This design comes from an exercise in tuning for small area, a short achievable clock period and few clock cycles per item on the open sky130 flow, not from production work.
Where RTL was checked, it was by simulation tests only, not by an equivalence proof against the original.
Power figures rest on the tool's default switching activity, not on a simulated workload.

Design rnn_step_top, start of the top module:
module rnn_step_top (
    input  logic                            clk,
    input  logic                            reset,
    input  logic                            execute,
    input  logic [7-1:0]             token,
    output logic [27-1:0]              mem_a_addr,
    output logic                            mem_a_read,
    input  logic [16-1:0]              mem_a_data,
    input  logic                            mem_a_valid,
    output logic [27-1:0]              mem_b_addr,
    output logic                            mem_b_read,
    input  logic [16-1:0]              mem_b_data,
    input  logic                            mem_b_valid,
    output logic [8*16-1:0] hidden_state,
    output logic                            done
);
    localparam logic [15:0] ONE_Q = 16'h0100;      
    logic       busy;
    logic       start;
    logic [6:0] token_q;
    logic       done_q;
    logic       finish;
    assign start = !busy && execute;
    assign done = done_q;
    logic       a_ph;
    logic [1:0] a_k;
    logic [3:0] a_s;
    logic       a_fin;
    logic       a_rd;
    logic [8:0] a_addr;
    logic       a_last;
    logic       a_n_ph;
    logic [1:0] a_n_k;
    logic [3:0] a_n_s;
    logic [8:0] a_n_addr;
    assign a_last = a_ph && (a_s[2:0] == 3'd7);
    always_comb
    begin
        a_n_ph = a_ph;
        a_n_k = a_k;
        a_n_s = a_s + 4'd1;
        if (!a_ph && a_s == 4'd8)
        begin
            a_n_s = 4'd0;
            a_n_k = a_k + 2'd1;
            if (a_k == 2'd3)
                a_n_ph = 1'b1;
        end
        if (!a_n_ph)
        begin
            if (a_n_s == 4'd0)
                a_n_addr = {token_q, a_n_k};
            else
                a_n_addr = 9'(300 + {a_n_s, a_n_k});
        end
        else
            a_n_addr = 9'(400 + a_n_s[2:0]);
    end
    always_ff @(posedge clk)
    begin
        if (reset)
        begin
            a_rd <= 1'b0;
            a_fin <= 1'b0;
        end
        else if (start)
        begin
            a_rd <= 1'b1;
  ...
clock: 10.0 ns
lec_check: 0
cap_margin: 20
core_margin: 2
core_utilization: 40
cts_cluster_diameter: 120
cts_cluster_size: 26
slew_margin: 20
standard.sh (not shown) runs the stock make flow with config.mk's settings and CLKGATE_MAP_FILE= SYNTH_SCRIPT=/design/flow/synth_recipe.tcl, a recipe that flattens the netlist after the stock synthesis.
==> flow/flow/run.sh <==
#!/bin/bash
# Standard layout, with small port buffers and timing repair aimed below the clock period.
set -euo pipefail
extra=(
  "BUFFER_PORTS_ARGS=-buffer_cell sky130_fd_sc_hd__buf_2"
  "SETUP_SLACK_MARGIN=6.8"
  "ABC_CLOCK_PERIOD_IN_PS=3200"
)
bash standard.sh "${extra[@]}" finish > standard.log 2>&1
The starting point passed the timing, DRC and antenna checks.
Then changed:
--- a/flow/design.v
+++ b/flow/design.v
@@ -889,15 +889,17 @@
         b_h = 16'd0;
         for (int j = 0; j < 8; j++)
             b_h = b_h | (hidden_state[j*16 +: 16] & {16{b_i[2:0] == 3'(j)}});
     end
     logic        p1_v;
     logic [7:0]  p1_row;         
     logic [15:0] p1_x;
-    logic [15:0] p1_y;            
+    logic [7:0]  p1_neg;
+    logic [7:0]  p1_one;
+    logic [7:0]  p1_two;
     function automatic logic [23:0] booth_enc(input logic [15:0] y);
         logic [16:0] ye;
         logic [7:0]  neg;
         logic [7:0]  one;
         logic [7:0]  two;
         ye = {y, 1'b0};
         for (int i = 0; i < 8; i++)
@@ -905,18 +907,20 @@
             neg[i] = ye[2*i+2];
             one[i] = ye[2*i+1] ^ ye[2*i];
             two[i] = (ye[2*i+2] & ~ye[2*i+1] & ~ye[2*i])
                    | (~ye[2*i+2] & ye[2*i+1] & ye[2*i]);
         end
         booth_enc = {neg, one, two};
     endfunction
-    logic [23:0] enc_b;           
+    logic [23:0] enc_b;
+    logic [23:0] enc_a;
     logic        a_sel_bias;
     assign a_sel_bias = a_hold_v ? a_hold_bias : a_bias;
-    assign enc_b = booth_enc(p1_y);
+    assign enc_b = booth_enc(b_bias ? ONE_Q : b_h);
+    assign enc_a = booth_enc(a_sel_bias ? ONE_Q : e_q);
     always_ff @(posedge clk)
     begin
         if (reset || start)
         begin
             p1_v <= 1'b0;
             a_hold_v <= 1'b0;
         end
@@ -933,29 +937,29 @@
         a_hold <= mem_a_data;
         a_hold_bias <= a_bias;
         a_hold_row <= a_row;
         if (busy && mem_b_valid)
         begin
             p1_row <= 8'(1) << b_row;
             p1_x <= mem_b_data;
-            p1_y <= b_bias ? ONE_Q : b_h;
+            {p1_neg, p1_one, p1_two} <= enc_b;
         end
         else
         begin
             p1_row <= 8'(1) << (a_hold_v ? a_hold_row : a_row);
             p1_x <= a_hold_v ? a_hold : mem_a_data;
-            p1_y <= a_sel_bias ? ONE_Q : e_q;
+            {p1_neg, p1_one, p1_two} <= enc_a;
         end
     end
     logic [23:0] t7s, t7c;
     dot_path u_mul (
         .x   (p1_x),
-        .neg (enc_b[23:16]),
-        .one (enc_b[15:8]),
-        .two (enc_b[7:0]),
+        .neg (p1_neg),
+        .one (p1_one),
+        .two (p1_two),
         .s   (t7s),
         .c   (t7c)
     );
     logic        p2_v;
     logic [7:0]  p2_row;         
     logic [15:0] p2_s;            
     logic [15:0] p2_c;
Outcome: Wire length falls by 22%. Die area falls by 7.5%. Total power falls by 0.85%. First-iteration DRC count falls by 31%. Via count falls by 19%. Combinational power falls by 7.6%. Hold slack is better by 0.026 ns. Global-route usage falls by 3.4 points. Fmax rises by 2.9%.
Testbench counts after the change, summed over its fixed seeds: cycles 82,244, steps 320.
The RTL of the first run of this note was laid out without a check of its function.

Another version of the RTL of rnn_step_top (not shown whole).
Size: roughly 450 flip-flops, about 230 I/O pins, ~22000 um^2 of cells after synthesis.
export LEC_CHECK = 0
export CAP_MARGIN = 20
export CORE_MARGIN = 2
export CORE_UTILIZATION = 40
export CTS_CLUSTER_DIAMETER = 120
export CTS_CLUSTER_SIZE = 26
export SLEW_MARGIN = 20
create_clock -name core_clock -period 10.0 [get_ports {clk}]
Scripts as last shown in full above: flow/flow/run.sh
Edit:
--- a/flow/design.v
+++ b/flow/design.v
@@ -267,54 +267,52 @@
         {t1s, t1c} = csa(row_pp[0], row_pp[1], row_pp[2]);
         {t2s, t2c} = csa(row_pp[3], row_pp[4], row_pp[5]);
         {t3s, t3c} = csa(row_pp[6], row_pp[7], row_pp[8]);
         {t4s, t4c} = csa(t1s, t1c, t2s);
         {t5s, t5c} = csa(t2c, t3s, t3c);
         {t6s, t6c} = csa(t4s, t4c, t5s);
         {t7s, t7c} = csa(t6s, t6c, t5c);
     end
     logic        p2_v;
     logic [7:0]  p2_row;         
-    logic [15:0] p2_s;            
-    logic [15:0] p2_c;
-    logic        p2_cin;          
-    logic [8:0]  lo_sum;
-    assign lo_sum = {1'b0, t7s[7:0]} + {1'b0, t7c[7:0]};
+    logic [23:0] p2_s;
+    logic [23:0] p2_c;
     always_ff @(posedge clk)
     begin
         if (reset || start)
             p2_v <= 1'b0;
         else
             p2_v <= p1_v;
         p2_row <= p1_row;
-        p2_s <= t7s[23:8];
-        p2_c <= t7c[23:8];
-        p2_cin <= lo_sum[8];
+        p2_s <= t7s;
+        p2_c <= t7c;
     end
     logic [15:0] acc [0:7];
     logic [7:0]  touched;
     logic [15:0] acc_q;
+    logic [8:0]  lo_sum;
     logic [15:0] c3s;
     logic [15:0] c3c;
     logic [15:0] acc_new;
     logic [15:0] acc_pick;
     always_comb
     begin
         acc_pick = 16'd0;
         for (int r = 0; r < 8; r++)
             acc_pick = acc_pick | (acc[r] & {16{p1_row[r] & touched[r]}});
     end
     always_comb
     begin
-        c3s = acc_q ^ p2_s ^ p2_c;
-        c3c = (acc_q & p2_s) | (acc_q & p2_c) | (p2_s & p2_c);
-        acc_new = c3s + {c3c[14:0], p2_cin};
+        lo_sum = {1'b0, p2_s[7:0]} + {1'b0, p2_c[7:0]};
+        c3s = acc_q ^ p2_s[23:8] ^ p2_c[23:8];
+        c3c = (acc_q & p2_s[23:8]) | (acc_q & p2_c[23:8]) | (p2_s[23:8] & p2_c[23:8]);
+        acc_new = c3s + {c3c[14:0], lo_sum[8]};
     end
     always_ff @(posedge clk)
     begin
         if (reset || start)
             touched <= 8'd0;
         else if (p2_v)
             touched <= touched | p2_row;
         for (int r = 0; r < 8; r++)
             if (p2_v && p2_row[r])
                 acc[r] <= acc_new;
After rerunning: Utilization goes down by 0.80 points; setup slack improved by 0.0092 ns; design area shrinks by 1.0%; hold slack is better by 0.011 ns; total power falls by 4.7%; count of clock-buffer cells in the layout increases by 1.
Function was not checked in any run of this note: the RTL went through the layout flow alone.

-- separate check: timing with driven ports --
No port has a modelled driver above. Below, the same layouts with a new extraction and two added sets of constraints.
Step 1 (the two cells are an assumption about what drives the block):
set clk [get_ports {clk}]
set_driving_cell -lib_cell sky130_fd_sc_hd__clkbuf_16 $clk
set_driving_cell -lib_cell sky130_fd_sc_hd__buf_2 [delete_from_list [all_inputs] $clk]
Step 2 adds t to the input delays and takes it off the output delays; t is the mean of the earliest and latest rising clock arrival at the registers after step 1. Input paths then give back, and output paths get back, about the clock's delay inside the block.
a / b / c = ideal / step 1 / step 2; a / b = the first two.
run	t, ns	slack for setup (ns)	hold WS [ns]	pins driven straight from the clock port
the first run of note 1	0.609	6.718 / 6.718 / 6.374	0.365 / 0.365 / 0.365	1
the second run of note 1	0.621	6.811 / 6.747 / 6.352	0.392 / 0.392 / 0.392	1
the first run of note 2	0.623	6.814 / 6.761 / 6.338	0.368 / 0.368 / 0.368	1
the second run of note 2	0.611	6.823 / 6.766 / 6.360	0.379 / 0.379 / 0.379	1
After both steps setup and hold are still met in every run listed. The setup slack of the first run of note 2, which loses most, moves by -0.053 ns with the drivers and by -0.476 ns with both steps.
